What follows belongs to an exercise in optimizing a design on an open flow for small area, a short achievable clock period and few clock cycles per item; a production flow would make more cautious choices.
No run shown here included a check of the RTL's function; only the layout flow was run.
Power and IR drop assume default switching activity.

==> flow/design.v, too long to show whole: its modules and the start of the top module <==
// module csa_fa: 9 lines
// module binary_neuron: 919 lines
module binary_neuron (
    input  logic                    clk,
    input  logic                    reset,
    input  logic                    in_valid,
    output logic                    in_ready,
    input  logic [320:0]            in_req,
    output logic                    out_valid,
    input  logic                    out_ready,
    output logic [9:0]              out_sum
);
  // ...
==> flow/flow/run.sh <==
#!/bin/bash
# The standard layout (standard.sh: ORFS synthesis to final layout), with
# one change: the input and output ports are buffered with the smallest
# buffer, sky130_fd_sc_hd__buf_1, instead of the cell buffer_ports picks by
# default (clkdlybuf4s50_1).  Later repair steps may still resize them.
set -euo pipefail
export BUFFER_PORTS_ARGS="-buffer_cell sky130_fd_sc_hd__buf_1"
bash standard.sh > standard_flow.log 2>&1
==> flow/standard.sh <==
#!/bin/bash
# synth_recipe.tcl (not shown) runs the flow's synth.tcl, then flattens the netlist and writes it again
# the make line also repeats each setting of config.mk as NAME=value (left out here)
make -C /OpenROAD-flow-scripts/flow DESIGN_CONFIG=/design/flow/config.mk WORK_HOME=/design/flow/orfs CLKGATE_MAP_FILE= SYNTH_SCRIPT=/design/flow/synth_recipe.tcl "${@:-finish}"
==> flow/config.mk <==
export PLATFORM = sky130hd
export DESIGN_NAME = binary_neuron
export DESIGN_NICKNAME = binary_neuron
export VERILOG_FILES = /design/flow/design.v
export SDC_FILE = /design/flow/constraint.sdc
export NUM_CORES = 4
export LEC_CHECK = 0
export CAP_MARGIN = 20
export CORE_MARGIN = 2
export CORE_UTILIZATION = 40
export SLEW_MARGIN = 20
export SYNTH_HIERARCHICAL = 1
export SYNTH_MINIMUM_KEEP_SIZE = 0
==> flow/constraint.sdc <==
create_clock -name core_clock -period 6.0 [get_ports {clk}]
set_input_delay 1.2000 -clock core_clock [delete_from_list [all_inputs] [get_ports {clk}]]
set_output_delay 1.2000 -clock core_clock [all_outputs]
set_load 0.01 [all_outputs]
==> out/qor.yml, run 1 <==
fin_crit_sh_pct: 53.54
powerComb_uw: 5610
grt_usage_pct: 19.07
clk_path_buf_depth: 2
ant_nets: 0
antenna_found_initial: 0
synth.avg_cell_area_um2: 11.82
inv_count: 30
slew_viol_final: 0
wl_per_cell_um: 16.62
clk-power_uw: 1150
power.density_nw_per_um2: 612.5
ctsResizeCount: 0
largest_register_ffs: 20
r2r_end: "out_sum[9]"
min_delay_worst_endpoint: "stage_valid[2]"
routed_wl_um: 30190
p_seq_share_pct: 25.8
first_global_vias: 8947
drt_iter0_drc: 250
core.rowCount: 64
cts.sinks: 168
yosysMostFrequentCell: "fa_1"
hp-start: "stage_valid[1]"
drive_above_1_share_pct: 2.606
final_cells: 1816
wl_met2_um: 16390
seq_area_share_pct: 24.67
synth.top_cell.area_share_pct: 38.95
outcome: "no timing/DRC/antenna violations"
pre_cts_slack_ps: 2361
postCtsHoldBufs: 0
ys_ff_latch: 168
nMultiInputCombCells: 854
regMostFlops: "q_data"
clkCellAreaFrac_pct: 4.196
hold_path_class: "reg2reg"
path_delay_family: "adder cells"
post_cts_buffers: 0
post_drt_via_cell_ratio: 4.547
swShare_pct: 41.81
skew_ps: 10.25
==> run 2: changes to the inputs <==
--- a/flow/design.v
+++ b/flow/design.v
@@ -3,16 +3,24 @@
     input  logic a,
     input  logic b,
     input  logic c,
     output logic s,
     output logic co
 );
     assign {co, s} = {1'b0, a} + {1'b0, b} + {1'b0, c};
 endmodule
+module csa_ha (
+    input  logic a,
+    input  logic b,
+    output logic s,
+    output logic co
+);
+    assign {co, s} = {1'b0, a} + {1'b0, b};
+endmodule
 `timescale 1ns/10ps
 module binary_neuron (
     input  logic                    clk,
     input  logic                    reset,
     input  logic                    in_valid,
     output logic                    in_ready,
     input  logic [320:0]            in_req,
     output logic                    out_valid,
@@ -207,17 +215,17 @@
     wire q3_61 = ~(in_req[76] ^ (~in_req[3] & (in_req[73] | in_req[74] | in_req[75])));
     wire p1_62 = in_req[70] ^ (~in_req[2] & in_req[69]);
     wire p2_62 = in_req[71] ^ (~in_req[2] & (in_req[69] | in_req[70]));
     wire q3_62 = ~(in_req[72] ^ (~in_req[2] & (in_req[69] | in_req[70] | in_req[71])));
     wire p1_63 = in_req[66] ^ (~in_req[1] & in_req[65]);
     wire p2_63 = in_req[67] ^ (~in_req[1] & (in_req[65] | in_req[66]));
     wire q3_63 = ~(in_req[68] ^ (~in_req[1] & (in_req[65] | in_req[66] | in_req[67])));
     logic r1_s57, r1_s59, r1_s61, r1_s135, r1_c58, r1_c60, r1_c62, r1_s137, r1_s139, r1_s141, r1_s143, r1_s145, r1_s147, r1_s149, r1_s217, r1_s219, r1_s221, r1_s223, r1_s225, r1_s227, r1_s229, r1_s231, r1_c138, r1_c140, r1_c142, r1_c144, r1_c146, r1_s233, r1_s235, r1_c148, r1_c150, r1_s237, r1_s239, r1_s241, r1_s243, r1_s245, r1_c218, r1_c220, r1_c222, r1_c224, r1_c226, r1_c228, r1_c230, r1_c232, r1_s315, r1_s317, r1_s319, r1_s321, r1_s323, r1_s325, r1_s327, r1_s329, r1_s331, r1_s333, r1_s335, r1_s337, r1_s339, r1_s341, r1_c234, r1_c236, r1_c238, r1_c240, r1_c242, r1_c244, r1_c246, r1_s343, r1_s345, r1_s347, r1_c314, r1_c316, r1_c318, r1_c320, r1_c322, r1_c324, r1_c326, r1_c328, r1_c330, r1_c332, r1_c334, r1_c336, r1_c338, r1_c340, r1_c342, r1_s393, r1_s395, r1_s397, r1_s399, r1_s401, r1_s403, r1_s405, r1_c344, r1_c346, r1_c348, r1_c394, r1_c396, r1_c398, r1_c400, r1_c402, r1_c404, r1_c406;
-    logic r2_s387, r2_c272, r2_s389, r2_c386, r2_s441, r2_c388, r2_s443, r2_c390, r2_s445, r2_s471, r2_s473, r2_c446, r2_s475, r2_c472, r2_s487, r2_c474, r2_s489, r2_c476, r2_c488, r2_s497, r2_c490, r2_c498, r2_s63, r2_s157, r2_s271, r2_s159;
+    logic r2_s447, r2_c392, r2_s449, r2_c448, r2_s475, r2_c450, r2_s477, r2_s489, r2_c476, r2_s491, r2_c478, r2_c488, r2_s497, r2_c490, r2_c492, r2_c498, r2_s391, r2_g514, r2_s63, r2_g505, r2_g513;
     wire s1 = ~(in_req[317] ^ in_req[313]);
     wire c2 = in_req[317] | in_req[313];
     wire s3, c4;
     csa_fa u_s3 (.a(in_req[309]), .b(in_req[305]), .c(in_req[301]), .s(s3), .co(c4));
     wire s5, c6;
     csa_fa u_s5 (.a(in_req[297]), .b(in_req[293]), .c(in_req[289]), .s(s5), .co(c6));
     wire s7, c8;
     csa_fa u_s7 (.a(in_req[285]), .b(in_req[281]), .c(in_req[277]), .s(s7), .co(c8));
@@ -599,17 +607,17 @@
     csa_fa u_s383 (.a(s371), .b(s373), .c(c264), .s(s383), .co(c384));
     wire s385, c386;
     csa_fa u_s385 (.a(c266), .b(s375), .c(s377), .s(s385), .co(c386));
     wire s387, c388;
     csa_fa u_s387 (.a(s379), .b(c268), .c(s381), .s(s387), .co(c388));
     wire s389, c390;
     csa_fa u_s389 (.a(c270), .b(s383), .c(s385), .s(s389), .co(c390));
     wire s391, c392;
-    csa_fa u_s391 (.a(r2_s387), .b(r2_c272), .c(r2_s389), .s(s391), .co(c392));
+    csa_fa u_s391 (.a(s387), .b(c272), .c(s389), .s(s391), .co(c392));
     wire s393 = ~(c274 ^ c276);
     wire c394 = c274 | c276;
     wire s395, c396;
     csa_fa u_s395 (.a(c278), .b(c280), .c(c282), .s(s395), .co(c396));
     wire s397, c398;
     csa_fa u_s397 (.a(c284), .b(c286), .c(c288), .s(s397), .co(c398));
     wire s399, c400;
     csa_fa u_s399 (.a(c290), .b(c292), .c(c294), .s(s399), .co(c400));
@@ -655,21 +663,21 @@
     csa_fa u_s439 (.a(s427), .b(s429), .c(s431), .s(s439), .co(c440));
     wire s441, c442;
     csa_fa u_s441 (.a(c376), .b(c378), .c(c380), .s(s441), .co(c442));
     wire s443, c444;
     csa_fa u_s443 (.a(s433), .b(c382), .c(s435), .s(s443), .co(c444));
     wire s445, c446;
     csa_fa u_s445 (.a(s437), .b(s439), .c(c384), .s(s445), .co(c446));
     wire s447, c448;
-    csa_fa u_s447 (.a(r2_c386), .b(r2_s441), .c(r2_c388), .s(s447), .co(c448));
+    csa_fa u_s447 (.a(c386), .b(s441), .c(c388), .s(s447), .co(c448));
     wire s449, c450;
-    csa_fa u_s449 (.a(r2_s443), .b(r2_c390), .c(r2_s445), .s(s449), .co(c450));
+    csa_fa u_s449 (.a(s443), .b(c390), .c(s445), .s(s449), .co(c450));
     wire s451, c452;
-    csa_fa u_s451 (.a(s447), .b(c392), .c(s449), .s(s451), .co(c452));
+    csa_fa u_s451 (.a(r2_s447), .b(r2_c392), .c(r2_s449), .s(s451), .co(c452));
     wire s453 = ~(r1_c394 ^ r1_c396);
     wire c454 = r1_c394 | r1_c396;
     wire s455, c456;
     csa_fa u_s455 (.a(r1_c398), .b(r1_c400), .c(r1_c402), .s(s455), .co(c456));
     wire s457, c458;
     csa_fa u_s457 (.a(r1_c404), .b(r1_c406), .c(c408), .s(s457), .co(c458));
     wire s459, c460;
     csa_fa u_s459 (.a(c410), .b(c412), .c(c414), .s(s459), .co(c460));
@@ -685,65 +693,91 @@
     csa_fa u_s469 (.a(s459), .b(s461), .c(s463), .s(s469), .co(c470));
     wire s471, c472;
     csa_fa u_s471 (.a(c434), .b(c436), .c(c438), .s(s471), .co(c472));
     wire s473, c474;
     csa_fa u_s473 (.a(s465), .b(c440), .c(s467), .s(s473), .co(c474));
     wire s475, c476;
     csa_fa u_s475 (.a(c442), .b(s469), .c(c444), .s(s475), .co(c476));
     wire s477, c478;
-    csa_fa u_s477 (.a(r2_s471), .b(r2_s473), .c(r2_c446), .s(s477), .co(c478));
+    csa_fa u_s477 (.a(s471), .b(s473), .c(c446), .s(s477), .co(c478));
     wire s479, c480;
-    csa_fa u_s479 (.a(c448), .b(r2_s475), .c(c450), .s(s479), .co(c480));
+    csa_fa u_s479 (.a(r2_c448), .b(r2_s475), .c(r2_c450), .s(s479), .co(c480));
     wire s481, c482;
-    csa_fa u_s481 (.a(s477), .b(c452), .c(s479), .s(s481), .co(c482));
+    csa_fa u_s481 (.a(r2_s477), .b(c452), .c(s479), .s(s481), .co(c482));
     wire s483 = ~(c454 ^ c456);
     wire c484 = c454 | c456;
     wire s485, c486;
     csa_fa u_s485 (.a(c458), .b(c460), .c(c462), .s(s485), .co(c486));
     wire s487, c488;
     csa_fa u_s487 (.a(s483), .b(c464), .c(c466), .s(s487), .co(c488));
     wire s489, c490;
     csa_fa u_s489 (.a(c468), .b(s485), .c(c470), .s(s489), .co(c490));
     wire s491, c492;
-    csa_fa u_s491 (.a(r2_c472), .b(r2_s487), .c(r2_c474), .s(s491), .co(c492));
+    csa_fa u_s491 (.a(c472), .b(s487), .c(c474), .s(s491), .co(c492));
     wire s493, c494;
-    csa_fa u_s493 (.a(r2_s489), .b(r2_c476), .c(s491), .s(s493), .co(c494));
+    csa_fa u_s493 (.a(r2_s489), .b(r2_c476), .c(r2_s491), .s(s493), .co(c494));
     wire s495, c496;
-    csa_fa u_s495 (.a(c478), .b(s493), .c(c480), .s(s495), .co(c496));
+    csa_fa u_s495 (.a(r2_c478), .b(s493), .c(c480), .s(s495), .co(c496));
     wire s497 = ~(c484 ^ c486);
     wire c498 = c484 | c486;
     wire s499, c500;
     csa_fa u_s499 (.a(r2_c488), .b(r2_s497), .c(r2_c490), .s(s499), .co(c500));
     wire s501, c502;
-    csa_fa u_s501 (.a(c492), .b(s499), .c(c494), .s(s501), .co(c502));
+    csa_fa u_s501 (.a(r2_c492), .b(s499), .c(c494), .s(s501), .co(c502));
     wire s503 = ~(r2_c498 ^ c500);
     wire c504 = r2_c498 | c500;
-    wire [9:0] row_a = {c504, s503, s501, s495, s481, s451, s391, r2_s271, r2_s157, r2_s63};
-    wire [9:0] row_b = {1'b0, c502, c496, c482, 1'b0, 1'b0, 1'b0, 1'b0, r2_s159, 1'b0};
-    wire [9:0] total = row_a + row_b;
+    wire g505 = s157 ^ s159;
+    wire g506 = s157 & s159;
+    wire g507 = s495 ^ c482;
+    wire g508 = s495 & c482;
+    wire g509 = s501 ^ c496;
+    wire g510 = s501 & c496;
+    wire g511 = s503 ^ c502;
+    wire g512 = s503 & c502;
+    wire g513 = s271 ^ g506;
+    wire g514 = s271 & g506;
+    wire g515 = r2_s391 ^ r2_g514;
+    wire g516 = r2_s391 & r2_g514;
+    wire g517 = s451 ^ g516;
+    wire g518 = s451 & g516;
+    wire g519 = s481 ^ g518;
+    wire g520 = s481 & g518;
+    wire g521 = g507 ^ g520;
+    wire g522 = g508 | (g507 & g520);
+    wire g523 = g509 ^ g522;
+    wire g524 = g510 | (g509 & g508);
+    wire g525 = g509 & g507;
+    wire g526 = g524 | (g525 & g520);
+    wire g527 = g511 ^ g526;
+    wire g528 = g512 | (g511 & g510);
+    wire g529 = g511 & g509;
+    wire g530 = g528 | (g529 & g522);
+    wire g531 = c504 ^ g530;
+    wire [9:0] total = {g531, g527, g523, g521, g519, g517, g515, r2_g513, r2_g505, r2_s63};
     logic         accept, pop;
-    logic [2:0] pending, pending_next;
+    logic [3:0] pending, pending_next;
     assign accept = in_valid && in_ready;
     assign pop    = out_valid && out_ready;
     always_comb begin
         case ({accept, pop})
-            2'b10:   pending_next = {pending[1:0], 1'b1};
-            2'b01:   pending_next = {1'b0, pending[2:1]};
+            2'b10:   pending_next = {pending[2:0], 1'b1};
+            2'b01:   pending_next = {1'b0, pending[3:1]};
             default: pending_next = pending;
         endcase
     end
     always_ff @(posedge clk) begin
         if (reset) begin
-            pending <= '0;
+            pending  <= '0;
+            in_ready <= 1'b1;
         end else begin
-            pending <= pending_next;
+            pending  <= pending_next;
+            in_ready <= !pending_next[3];
         end
     end
-    assign in_ready = !pending[2] || pop;
     logic [2:1] stage_valid;
     always_ff @(posedge clk) begin
         if (reset) begin
             stage_valid <= '0;
         end else begin
             stage_valid <= {stage_valid[1:1], accept};
         end
     end
@@ -845,78 +879,73 @@
         r1_c396 <= c396;
         r1_c398 <= c398;
         r1_c400 <= c400;
         r1_c402 <= c402;
         r1_c404 <= c404;
         r1_c406 <= c406;
     end
     always_ff @(posedge clk) begin
-        r2_s387 <= s387;
-        r2_c272 <= c272;
-        r2_s389 <= s389;
-        r2_c386 <= c386;
-        r2_s441 <= s441;
-        r2_c388 <= c388;
-        r2_s443 <= s443;
-        r2_c390 <= c390;
-        r2_s445 <= s445;
-        r2_s471 <= s471;
-        r2_s473 <= s473;
-        r2_c446 <= c446;
+        r2_s447 <= s447;
+        r2_c392 <= c392;
+        r2_s449 <= s449;
+        r2_c448 <= c448;
         r2_s475 <= s475;
-        r2_c472 <= c472;
-        r2_s487 <= s487;
-        r2_c474 <= c474;
+        r2_c450 <= c450;
+        r2_s477 <= s477;
         r2_s489 <= s489;
         r2_c476 <= c476;
+        r2_s491 <= s491;
+        r2_c478 <= c478;
         r2_c488 <= c488;
         r2_s497 <= s497;
         r2_c490 <= c490;
+        r2_c492 <= c492;
         r2_c498 <= c498;
+        r2_s391 <= s391;
+        r2_g514 <= g514;
         r2_s63 <= s63;
-        r2_s157 <= s157;
-        r2_s271 <= s271;
-        r2_s159 <= s159;
+        r2_g505 <= g505;
+        r2_g513 <= g513;
     end
-    logic [9:0]      q_data [0:1];
-    logic [1:0]    q_wr, q_rd, q_occ;
+    logic [9:0]      q_data [0:2];
+    logic [2:0]    q_wr, q_rd, q_occ;
     logic [9:0]      q_head;
     logic            q_empty;
     logic            result;        
     logic            head_load;     
     logic            q_push, q_pull;
     assign result    = stage_valid[2];
     assign q_empty   = !q_occ[0];
     assign head_load = !out_valid || out_ready;
     assign q_pull    = head_load && !q_empty;
     assign q_push    = result && !(head_load && q_empty);
     always_ff @(posedge clk) begin
         if (reset) begin
-            q_wr  <= 2'd1;
-            q_rd  <= 2'd1;
+            q_wr  <= 3'd1;
+            q_rd  <= 3'd1;
             q_occ <= '0;
         end else begin
-            if (q_push) q_wr <= {q_wr[0:0], q_wr[1]};
-            if (q_pull) q_rd <= {q_rd[0:0], q_rd[1]};
+            if (q_push) q_wr <= {q_wr[1:0], q_wr[2]};
+            if (q_pull) q_rd <= {q_rd[1:0], q_rd[2]};
             case ({q_push, q_pull})
-                2'b10:   q_occ <= {q_occ[0:0], 1'b1};
-                2'b01:   q_occ <= {1'b0, q_occ[1:1]};
+                2'b10:   q_occ <= {q_occ[1:0], 1'b1};
+                2'b01:   q_occ <= {1'b0, q_occ[2:1]};
                 default: ;
             endcase
         end
     end
     always_ff @(posedge clk) begin
-        for (int i = 0; i < 2; i++) begin
+        for (int i = 0; i < 3; i++) begin
             if (q_push && q_wr[i]) q_data[i] <= total;
         end
     end
     always_comb begin
         q_head = '0;
-        for (int i = 0; i < 2; i++) begin
+        for (int i = 0; i < 3; i++) begin
             q_head = q_head | (q_data[i] & {10{q_rd[i]}});
         end
     end
     always_ff @(posedge clk) begin
         if (reset) begin
             out_valid <= 1'b0;
         end else if (head_load) begin
             out_valid <= !q_empty || result;
==> flow/config.mk (replaced) <==
export PLATFORM = sky130hd
export DESIGN_NAME = binary_neuron
export DESIGN_NICKNAME = binary_neuron
export VERILOG_FILES = /design/flow/design.v
export SDC_FILE = /design/flow/constraint.sdc
export NUM_CORES = 4
export LEC_CHECK = 0
export CAP_MARGIN = 20
export CORE_MARGIN = 2
export CORE_UTILIZATION = 40
export CTS_BUF_LIST = sky130_fd_sc_hd__clkbuf_8
export SLEW_MARGIN = 20
export SYNTH_HIERARCHICAL = 1
export SYNTH_MINIMUM_KEEP_SIZE = 0
==> run 2 against run 1 <==
  * Still clean
  * Utilization decreased by 0.94 points
  * Clock skew down 0.66 ps
  * Flip-flop and latch count increased by 10
  * Cell count increased by 4.1%
  * Final area rose by 1.7%
  * Via count is 4.4% higher
  * Combinational power grew 15%
  * Register-to-register slack improved by 190 ps
  * Setup slack better by 190 ps
  * Hold slack better by 12 ps
  * Die area increased by 4.0%
==> out/qor.yml, run 2 <==
yosysTopAreaCell: "fa_1"  # unchanged
pre_cts_slack_ps: 2397  # was 2361 ps
worst_slew_pin_slew_ps: 1035  # was 909.7 ps
min_path_cells: 1  # unchanged
place.gp.congestion: 0.8429  # was 0.8242
num_io_pins: 337  # unchanged
yosysMostFrequentCell: "fa_1"  # unchanged
syn_to_final_growth_pct: 16.21  # was 18.90%
syn_area_um2: 12990  # was 12490 um^2
skew_ps: 9.593  # was 10.25 ps
drc_errors: 0  # unchanged
ctsResizeCount: 0  # unchanged
ys_top_cells_by_count: "fa_1, nor2_1, dfxtp_1, xnor2_1, nor3_1"  # was fa_1, nor2_1, dfxtp_1, xnor2_1
r2r_end: "r2_s449"  # was out_sum[9]
max_freq_mhz: 330.5  # was 311.3 MHz
grt_max_degree: 28  # was 17
rsz0062_at_grt: "false"  # unchanged
intPower_uw: 5405  # was 5292 uW
ys_ff_latch: 178  # was 168
vdd_drop_max_uv: 658.9  # was 573.2 uV
p_leak_uw: 0.005551  # was 0.005510 uW
yosysSeqAreaShare_pct: 30.51  # was 29.33%
root_buffer: "clkbuf_8"  # was clkbuf_16
grt_overflow_total: 0  # unchanged
port_buffers: 336  # unchanged
first_global_vias: 9271  # was 8947
grt_first_pass_wirelength_um: 48760  # was 46980 um
max_cap_viol_count: 0  # unchanged
drive_above_1_share_pct: 2.680  # was 2.606%
yosys_warnings: 8  # unchanged
final_common_cell: "buf_1"  # unchanged
ys_types: 35  # was 34
worst_setup_path_start_kind: "flop"  # unchanged
p_switching_uw: 4173  # was 3803 uW
core_area_um2: 31800  # was 30670 um^2
slew_headroom_pct: 30.91  # was 39.13%
drt_iter0_drc: 376  # was 250
min_period_ps: 3026  # was 3212 ps
clk_path_buf_depth: 2  # unchanged
swShare_pct: 43.57  # was 41.81%
postCtsHoldBufs: 0  # unchanged
post_drt_via_cell_ratio: 4.561  # was 4.547
synth_cells: 1097  # was 1057
chipWidth_um: 184.2  # was 180.7 um
numCtsBuffers: 17  # unchanged
slew_viol_final: 0  # unchanged
core.rowCount: 65  # was 64
cp.arrival_ps: 3350  # was 3460 ps
ant_nets: 0  # unchanged
crit_fanout: 1  # was 4
grt_usage_pct: 19.47  # was 19.07%
p_seq_share_pct: 25.3  # was 25.8%
largest_register_ffs: 30  # was 20
path_clk_slew_ps: 90  # was 70 ps
top_regs: "q_data: 30 flops, out_sum: 10 flops, pending: 4 flops"  # was q_data: 20 flops, out_sum: 10 flops, pending: 3 flops
reg2reg_slack_ps: 2970  # was 2790 ps
cts.sinks: 178  # was 168
outcome: "no timing/DRC/antenna violations"  # unchanged
fin_crit_sh_pct: 50.43  # was 53.54%
antenna_cells: 0  # unchanged
first_pass_iters: 5  # was 4
htreeDepth: 4  # unchanged
setup_viol: 0  # unchanged
r2r_cells: 5  # was 8
comb_power_share_pct: 67.1  # was 61.6%
vias: 8620  # was 8258
min_delay_worst_endpoint: "stage_valid[2]"  # unchanged
antenna_found_initial: 1  # was 0
synth-edff-count: 40  # was 30
routed_wl_um: 31590  # was 30190 um
die_area_um2: 33940  # was 32650 um^2
die_h_um: 184.2  # was 180.7 um
synthTopCellsByArea: "fa_1, dfxtp_1, edfxtp_1"  # was fa_1, dfxtp_1, xnor2_1
setup_slack_ps: 2974  # was 2788 ps
layout.nets: 2033  # was 1991
synth-async-reset-ratio_pct: 0  # unchanged
synth_flop_cell: "dfxtp_1"  # unchanged
critPathKind: "reg2reg"  # unchanged
crit_required_ps: 6330  # was 6250 ps
synth.top_cell.area_share_pct: 37.59  # was 38.95%
start_util_pct: 40.86  # was 40.72%
clock_latency_ps: 450  # was 430 ps
crit_path_end_kind: "flop"  # unchanged
post_cts_buffers: 0  # unchanged
wl_per_cell_um: 16.71  # was 16.62 um
hold_path_class: "reg2reg"  # unchanged
cts_tree: "yes"  # unchanged
final_cell_mix: "buf_1, fa_1, nor2_1"  # unchanged
hp-start: "stage_valid[1]"  # unchanged
clockPowerShare_pct: 7.6  # was 12.6%
hold_viol: 0  # unchanged
finalSetupTns_ps: 0  # unchanged
syn_nets: 1686  # was 1641
regMostFlops: "q_data"  # unchanged
r2r-start: "r1_c314"  # was r2_c472
synth.avg_cell_area_um2: 11.84  # was 11.82 um^2
dp_hpwl_um: 28490  # was 27380 um
power.density_nw_per_um2: 634.3  # was 612.5 nW/um^2
run 2: changes by cell type in the layout (fill, tap and decap cells not counted), moves of 3 or more:
cell	delta
clkinv_2	+3
clkbuf_16	-17
ha_1	+4
a21oi_1	+12
bufinv_16	-3
a222oi_1	+8
edfxtp_1	+10
nand2_1	+9
inv_1	+6
clkbuf_8	+18
inv_2	+3
a221oi_1	-5
run 2: worst max-delay path: stages (launching register included):
cell     delay, ps
dfxtp_1        330
fa_1           550
fa_1           530
fa_1           530
fa_1           550
fa_1           420
run 2: area by class of cell:
| class | instances | area (um^2) |
|---|---|---|
| flip-flops and latches | 178 | 3964 |
| inverters | 39 | 146.4 |
| fillers | 3018 | 16700 |
| clock buffers | 19 | 261.5 |
| clock inverters | 11 | 80.08 |
| repair buffers | 336 | 1261 |
| multi-input cells | 872 | 8842 |
| well taps | 435 | 544.3 |
run 2: metrics by stage:
| stage | cells | util, % | total power (uW) | hold WS, ps | cell area [um^2] |
|---|---|---|---|---|---|
| 2_1_floorplan | 1097 | - | 6734 | 413.8 | 12990 |
| 3_3_place_gp | 1860 | 46.41 | 8801 | 423.4 | 14760 |
| 3_5_place_dp | 1860 | 46.41 | 8972 | 425.2 | 14760 |
| 4_1_cts | 1890 | 47.48 | 9701 | 457.2 | 15100 |
| 5_1_grt | 1890 | 47.48 | 10680 | 470.0 | 15100 |
| 6_report | 1890 | 47.48 | 9577 | 459.8 | 15100 |
run 2: metal layers:
metal	share of wire, %	up-vias	global-route usage [%]
li1	-	4188	-
met1	42	4168	24.41
met2	53	237	35.32
met3	4.1	25	3.537
met4	1.3	2	3.712
met5	0.038	-	0
run 2: how the worst max path moves through the flow:
stage | end | start
global placement | r1_s241 | in_req[97]
finish | r2_s449 | r1_c314
CTS | r1_s241 | in_req[97]
floorplan | r1_s149 | in_req[38]
detailed placement | r1_s241 | in_req[97]
global route | r1_s241 | in_req[97]
run 2: per-module statistics from Yosys (local to each module, per instance):
module / times used / area, um^2 / flip-flops and latches / cells inside
binary_neuron: 1 / 8129 / 178 / 854
csa_fa: 243 / 20.02 / 0 / 1
run 2: logic make-up (layout without fill, tap and decap cells):
family / count (synthesis) / in the layout / synth area share (%)
AO/OA/AOI/OAI: 43 / 43 / 2.427
XOR/XNOR: 195 / 195 / 13.14
adder cells (fa/ha/maj): 264 / 264 / 39.52
buffers and inverters: 47 / 405 / 1.444
flip-flops: 178 / 178 / 30.51
multiplexers: 2 / 2 / 0.1541
AND/OR/NAND/NOR: 368 / 368 / 12.81
run 2: power groups by stage:
stage	logic (uW)	registers, uW	clock network [uW]
5_1_grt	7420	2470	793
4_1_cts	6520	2440	747
3_5_place_dp	6510	2460	0
2_1_floorplan	4410	2320	0
3_3_place_gp	6340	2460	0
6_report	6430	2420	726

-- static timing again, ports no longer ideal --
The results above use ideal ports. As a check the final layouts listed here were re-extracted and re-timed, cells and wires unchanged. Step 1 (the two cells are an assumption about what drives the block):
set clk [get_ports {clk}]
set_driving_cell -lib_cell sky130_fd_sc_hd__clkbuf_16 $clk
set_driving_cell -lib_cell sky130_fd_sc_hd__buf_2 [delete_from_list [all_inputs] $clk]
Step 2 times the ports against the registers' clock, not the clock port: input delays grow and output delays shrink by t, the midpoint of the rising clock arrivals with the driver on. a / b / c = ideal ports / drivers / drivers and shift; a / b = the first two.
| run | shift t [ns] | slack for setup (ns) | worst setup path after step 2 | worst slew at a driven data input, ns | pins driven straight from the clock port |
|---|---|---|---|---|---|
| run 1 | 0.464 | 2.788 / 2.788 / 2.540 | input to register | 0.06 | 1 |
| run 2 | 0.488 | 2.974 / 2.974 / 2.545 | input to register | 0.07 | 1 |
After both steps setup and hold are still met in every run listed. For run 2, which loses most, drivers alone change the setup slack by 0.000 ns; drivers and shift together by -0.429 ns.
